Background: an optimization exercise with open tools, aiming at small area and a short achievable clock period. Do not read the settings as production practice. At most, simulation tests tie the RTL to the original design; equivalence was not proved.

## v4
==> module hard_drive_controller, before the edit <==
module hard_drive_controller (
  input  logic        clock,
  input  logic        reset_n,
  input  logic        request,
  input  logic        write_enable,
  input  logic [6:0]  track,
  input  logic [13:0] sector,
  input  logic [31:0] data_write,
  output logic        ready,
  output logic        done,
  output logic        error,
  output logic [31:0] data_read,
  output logic [6:0]  head_track
);
  logic        busy_q, ready_q, seek_q, acc1_q, acc2_q, done_q, err_q;
  logic [2:0]  seek_cnt;
  logic [2:0]  head_q;
  logic        lat_we;
  logic [2:0]  lat_track;
  logic [31:0] lat_data;
  logic        accept, out_of_range;
  logic [2:0]  seek_dist;
  assign ready_q      = ~(seek_q | acc1_q | acc2_q | done_q);
  assign accept       = ready_q & request;
  assign out_of_range = (|track[6:3]) | (|sector[13:4]);
  assign seek_dist         = (track[2:0] >= head_q) ? (track[2:0] - head_q) : (head_q - track[2:0]);
  assign ready      = ~busy_q;
  assign done       = done_q;
  assign error      = err_q;
  assign head_track = {4'b0000, head_q};
  always_ff @(posedge clock or negedge reset_n) begin
    if (!reset_n) begin
      busy_q   <= 1'b0;
      seek_q   <= 1'b0;
      acc1_q   <= 1'b0;
      acc2_q   <= 1'b0;
      done_q   <= 1'b0;
      err_q    <= 1'b0;
      seek_cnt <= '0;
      head_q   <= '0;
    end else begin
      acc2_q <= acc1_q;
      done_q <= acc2_q | (accept & out_of_range);
      if (accept) begin
        busy_q   <= 1'b1;
        err_q    <= out_of_range;
        seek_q   <= ~out_of_range & (seek_dist != 3'd0);
        acc1_q   <= ~out_of_range & (seek_dist == 3'd0);
        seek_cnt <= seek_dist;
      end else begin
        if (done_q) busy_q <= 1'b0;
        if (seek_q) begin
          seek_cnt <= seek_cnt - 3'd1;
          if (seek_cnt == 3'd1) begin
            seek_q <= 1'b0;
            head_q <= lat_track;
          end
        end
        acc1_q <= seek_q & (seek_cnt == 3'd1);
      end
    end
  end
  always_ff @(posedge clock) begin
    if (ready_q) begin
      lat_we   <= write_enable;
      lat_track <= track[2:0];
      lat_data <= data_write;
    end
  end
  localparam int NR = 43;
  logic [1:0]  ph3;          
  logic        ph2;          
  logic [31:0] rp0 [NR];
  logic [31:0] rp1 [NR];
  logic [31:0] rp2 [NR-1];
  always_ff @(posedge clock) begin
    ph3 <= (ph3 == 2'd2 || ph3 == 2'd3) ? 2'd0 : ph3 + 2'd1;
    ph2 <= ~ph2;
  end
  logic [2:0] ph3_oh;
  assign ph3_oh = {ph3 == 2'd2, ph3 == 2'd1, ph3 == 2'd0};
  for (genvar k = 0; k < NR; k++) begin : g_ring
    logic we;
    assign we = we_now[k] | (we_pend & pend_ring[k]);
    if (k < NR - 1) begin : g3
      always_ff @(posedge clock) begin
        rp1[k] <= rp0[k];
        rp2[k] <= rp1[k];
        rp0[k] <= we ? ~pend_data_n : rp2[k];
      end
    end else begin : g2
      always_ff @(posedge clock) begin
        rp1[k] <= rp0[k];
        rp0[k] <= we ? ~pend_data_n : rp1[k];
      end
    end
  end
  logic [NR-1:0] rd_ring;
  logic [2:0]    rd_pos3;
  logic [1:0]    rd_pos2;
  logic [6:0]    in_idx;
  logic [NR-1:0] in_ring;
  logic [2:0]    in_slot3;
  assign in_idx = {track[2:0], sector[3:0]};
  always_comb begin
    in_ring  = '0;
    in_slot3 = '0;
    for (int a = 0; a < 126; a++)
      if (in_idx == 7'(a)) begin
        in_ring[a / 3]   = 1'b1;
        in_slot3[a % 3]  = 1'b1;
      end
    if (in_idx[6:1] == 6'd63) in_ring[NR-1] = 1'b1;
  end
  logic [2:0] nx_pos3;
  always_comb
    for (int p = 0; p < 3; p++)
      nx_pos3[p] = (ph3_oh[0] & in_slot3[(p + 2) % 3]) |
                   (ph3_oh[1] & in_slot3[(p + 1) % 3]) |
                   (ph3_oh[2] & in_slot3[p]);
  always_ff @(posedge clock) begin
    if (ready_q) begin
      rd_ring <= in_ring;
      rd_pos3 <= nx_pos3;
      rd_pos2 <= (in_idx[0] ^ ~ph2) ? 2'b10 : 2'b01;
    end else begin
      rd_pos3 <= {rd_pos3[1:0], rd_pos3[2]};
      rd_pos2 <= {rd_pos2[0], rd_pos2[1]};
    end
  end
  logic          pend_v;       
  logic [1:0]    pend_t;       
  logic [NR-1:0] pend_ring;
  logic [31:0]   pend_data_n;  
  logic          wr_now, last_now;
  assign wr_now   = acc2_q & lat_we;
  assign last_now = rd_ring[NR-1] ? rd_pos2[1] : rd_pos3[2];
  logic          pend_v_nx;
  logic [1:0]    pend_t_nx;
  assign pend_v_nx = (wr_now & ~last_now) | (pend_v & pend_t[1]);
  assign pend_t_nx = (wr_now & ~last_now) ? ((rd_ring[NR-1] | rd_pos3[1]) ? 2'b01 : 2'b10)
                                          : {1'b0, pend_t[1]};
  always_ff @(posedge clock) begin
    pend_v      <= pend_v_nx;
    pend_t      <= pend_t_nx;
    pend_ring   <= rd_ring;
    pend_data_n <= ~lat_data;
  end
  logic [NR-1:0] we_now;
  logic          we_pend;
  always_ff @(posedge clock or negedge reset_n) begin
    if (!reset_n) we_now <= '0;
    else          we_now <= {NR{acc1_q & lat_we & (rd_ring[NR-1] ? rd_pos2[0] : rd_pos3[1])}} & rd_ring;
  end
  always_ff @(posedge clock) we_pend <= pend_v_nx & pend_t_nx[0];
  logic [31:0] rd_p0, rd_p1, rd_p2, rd42, rdata;
  always_comb begin
    rd_p0 = '0;
    rd_p1 = '0;
    rd_p2 = '0;
    for (int k = 0; k < NR - 1; k++) begin
      rd_p0 = rd_p0 | ({32{rd_ring[k]}} & rp0[k]);
      rd_p1 = rd_p1 | ({32{rd_ring[k]}} & rp1[k]);
      rd_p2 = rd_p2 | ({32{rd_ring[k]}} & rp2[k]);
    end
    rd42  = {32{rd_ring[NR-1]}} & (({32{rd_pos2[0]}} & rp0[NR-1]) | ({32{rd_pos2[1]}} & rp1[NR-1]));
    rdata = ({32{rd_pos3[0]}} & rd_p0) | ({32{rd_pos3[1]}} & rd_p1) | ({32{rd_pos3[2]}} & rd_p2) | rd42;
  end
  always_ff @(posedge clock or negedge reset_n) begin
    if (!reset_n)                data_read <= '0;
    else if (acc2_q && !lat_we)  data_read <= rdata;
  end
endmodule
make LEC_CHECK=0 CAP_MARGIN=10 CORE_MARGIN=2 CORE_UTILIZATION=60 CTS_CLUSTER_DIAMETER=80 CTS_CLUSTER_SIZE=30 SETUP_SLACK_MARGIN=3.0 SLEW_MARGIN=20 finish   # period 5.5 ns
run.sh (not shown) runs the stock make flow with config.mk's settings and CLKGATE_MAP_FILE= SYNTH_SCRIPT=/design/flow/synth_recipe.tcl, a recipe that flattens the netlist after the stock synthesis.
v4 finished all stages; layout check result: FAIL, due to max-capacitance violations, max-slew violations.
diff inputs: v4 => v9
-- flow/design.v --
<<< v4, line 21
  logic        accept, out_of_range;
  logic [2:0]  seek_dist;
  assign ready_q      = ~(seek_q | acc1_q | acc2_q | done_q);
  assign accept       = ready_q & request;
  assign out_of_range = (|track[6:3]) | (|sector[13:4]);
  assign seek_dist         = (track[2:0] >= head_q) ? (track[2:0] - head_q) : (head_q - track[2:0]);
  assign ready      = ~busy_q;
  assign done       = done_q;
  assign error      = err_q;
>>> v9, line 21
  logic        accept, out_of_range;
  logic [2:0]  seek_dist;
  assign ready_q      = ~busy_q;
  assign accept       = ready_q & request;
  assign out_of_range = (|track[6:3]) | (|sector[13:4]);
  assign seek_dist         = (track[2:0] >= head_q) ? (track[2:0] - head_q) : (head_q - track[2:0]);
  assign ready      = ready_q;
  assign done       = done_q;
  assign error      = err_q;
<<< v4, line 82
  for (genvar k = 0; k < NR; k++) begin : g_ring
    logic we;
    assign we = we_now[k] | (we_pend & pend_ring[k]);
    if (k < NR - 1) begin : g3
      always_ff @(posedge clock) begin
>>> v9, line 82
  for (genvar k = 0; k < NR; k++) begin : g_ring
    logic we;
    assign we = wr_hit & pend_ring[k];
    if (k < NR - 1) begin : g3
      always_ff @(posedge clock) begin
<<< v4, line 133
  logic [NR-1:0] pend_ring;
  logic [31:0]   pend_data_n;  
  logic          wr_now, last_now;
  assign wr_now   = acc2_q & lat_we;
  assign last_now = rd_ring[NR-1] ? rd_pos2[1] : rd_pos3[2];
  logic          pend_v_nx;
  logic [1:0]    pend_t_nx;
  assign pend_v_nx = (wr_now & ~last_now) | (pend_v & pend_t[1]);
  assign pend_t_nx = (wr_now & ~last_now) ? ((rd_ring[NR-1] | rd_pos3[1]) ? 2'b01 : 2'b10)
                                          : {1'b0, pend_t[1]};
  always_ff @(posedge clock) begin
    pend_v      <= pend_v_nx;
    pend_t      <= pend_t_nx;
    pend_ring   <= rd_ring;
    pend_data_n <= ~lat_data;
  end
  logic [NR-1:0] we_now;
  logic          we_pend;
  always_ff @(posedge clock or negedge reset_n) begin
    if (!reset_n) we_now <= '0;
    else          we_now <= {NR{acc1_q & lat_we & (rd_ring[NR-1] ? rd_pos2[0] : rd_pos3[1])}} & rd_ring;
  end
  always_ff @(posedge clock) we_pend <= pend_v_nx & pend_t_nx[0];
  logic [31:0] rd_p0, rd_p1, rd_p2, rd42, rdata;
  always_comb begin
    rd_p0 = '0;
    rd_p1 = '0;
    rd_p2 = '0;
    for (int k = 0; k < NR - 1; k++) begin
      rd_p0 = rd_p0 | ({32{rd_ring[k]}} & rp0[k]);
      rd_p1 = rd_p1 | ({32{rd_ring[k]}} & rp1[k]);
      rd_p2 = rd_p2 | ({32{rd_ring[k]}} & rp2[k]);
    end
    rd42  = {32{rd_ring[NR-1]}} & (({32{rd_pos2[0]}} & rp0[NR-1]) | ({32{rd_pos2[1]}} & rp1[NR-1]));
    rdata = ({32{rd_pos3[0]}} & rd_p0) | ({32{rd_pos3[1]}} & rd_p1) | ({32{rd_pos3[2]}} & rd_p2) | rd42;
  end
  always_ff @(posedge clock or negedge reset_n) begin
    if (!reset_n)                data_read <= '0;
    else if (acc2_q && !lat_we)  data_read <= rdata;
  end
endmodule
>>> v9, line 133
  logic [NR-1:0] pend_ring;
  logic [31:0]   pend_data_n;  
  logic          wr_now, last_now, wr_hit;
  assign wr_now   = acc2_q & lat_we;
  assign last_now = rd_ring[NR-1] ? rd_pos2[1] : rd_pos3[2];
  assign wr_hit   = (wr_now & last_now) | (pend_v & pend_t[0]);
  always_ff @(posedge clock) begin
    pend_v <= (wr_now & ~last_now) | (pend_v & pend_t[1]);
    pend_t <= (wr_now & ~last_now) ? ((rd_ring[NR-1] | rd_pos3[1]) ? 2'b01 : 2'b10)
                                   : {1'b0, pend_t[1]};
    pend_ring   <= rd_ring;
    pend_data_n <= ~lat_data;
  end
  logic [NR-1:0] sel_ring;
  logic          at0;
  logic [31:0]   rd0, rd_stage;
  assign sel_ring = ready_q ? in_ring : rd_ring;
  assign at0 = ready_q ? (in_ring[NR-1] ? (in_idx[0] == ph2)
                                         : |(in_slot3 & {ph3_oh[1], ph3_oh[2], ph3_oh[0]}))
                       : (rd_ring[NR-1] ? rd_pos2[0] : rd_pos3[0]);
  always_comb begin
    rd0 = '0;
    for (int k = 0; k < NR; k++) rd0 = rd0 | ({32{sel_ring[k]}} & rp0[k]);
  end
  always_ff @(posedge clock)
    if (at0) rd_stage <= rd0;
  always_ff @(posedge clock or negedge reset_n) begin
    if (!reset_n)                data_read <= '0;
    else if (acc2_q && !lat_we)  data_read <= at0 ? rd0 : rd_stage;
  end
endmodule
==> comparison <==
- v9 completed every stage of the flow, and the final layout passed the timing, DRC and antenna checks.
- v4 → v9: critical path depth increased by 10 relative to the old numbers, count of cells resized by post-cts repair increased by 355 relative to the old numbers.
- Total of clock buffers placed in the layout went down by a few percent going from v4 to v9.
- | pin count of the biggest net entering global routing | v9 vs v4 | about 25% lower |
- v9 vs v4 — cell area dropped by a few percent
- Sort v9 and v4 by area growth from synthesis to layout, ascending, and v4 comes first.
- v9 vs. v4: amount of wire on met2 after detailed routing fell by 38 mm, count of flip-flops with a built-in enable after synthesis went down 54%, post-CTS setup repair buffer count went up 106.
- Against v4, v9 comes in 2.0 points lower on total global routing track utilization.
- Multi-input gate share of total cell area: v9 and v4 compared, lower one is v9
No functional check of the RTL was part of v9.

==> static timing again, ports no longer ideal <==
In the flow no input, the clock included, has a driving cell. The finished layouts below were timed again as built, in two steps.
Step 1 (the two cells are an assumption about what drives the block):
set clk [get_ports {clock}]
set_driving_cell -lib_cell sky130_fd_sc_hd__clkbuf_16 $clk
set_driving_cell -lib_cell sky130_fd_sc_hd__buf_2 [delete_from_list [all_inputs] $clk]
Step 2 moves the port delays by t, midway between the first and last clock arrival at a register: inputs arrive t later, outputs are due t later. That takes back most of the time a late clock gives input paths.
Slacks: ideal ports / drivers / drivers and shift; pairs: ideal ports / drivers.
| run | t, ns | slack for setup (ns) | hold WS [ns] | worst slew at a driven data input, ns |
|---|---|---|---|---|
| v4 | 0.959 | 2.848 / 2.754 / 2.178 | 0.272 / 0.216 / 0.328 | 0.06 |
| v9 | 0.970 | 2.145 / 2.104 / 1.226 | 0.185 / 0.110 / 0.315 | 0.09 |
For v9, which loses most, drivers alone change the setup slack by -0.041 ns; drivers and shift together by -0.919 ns.
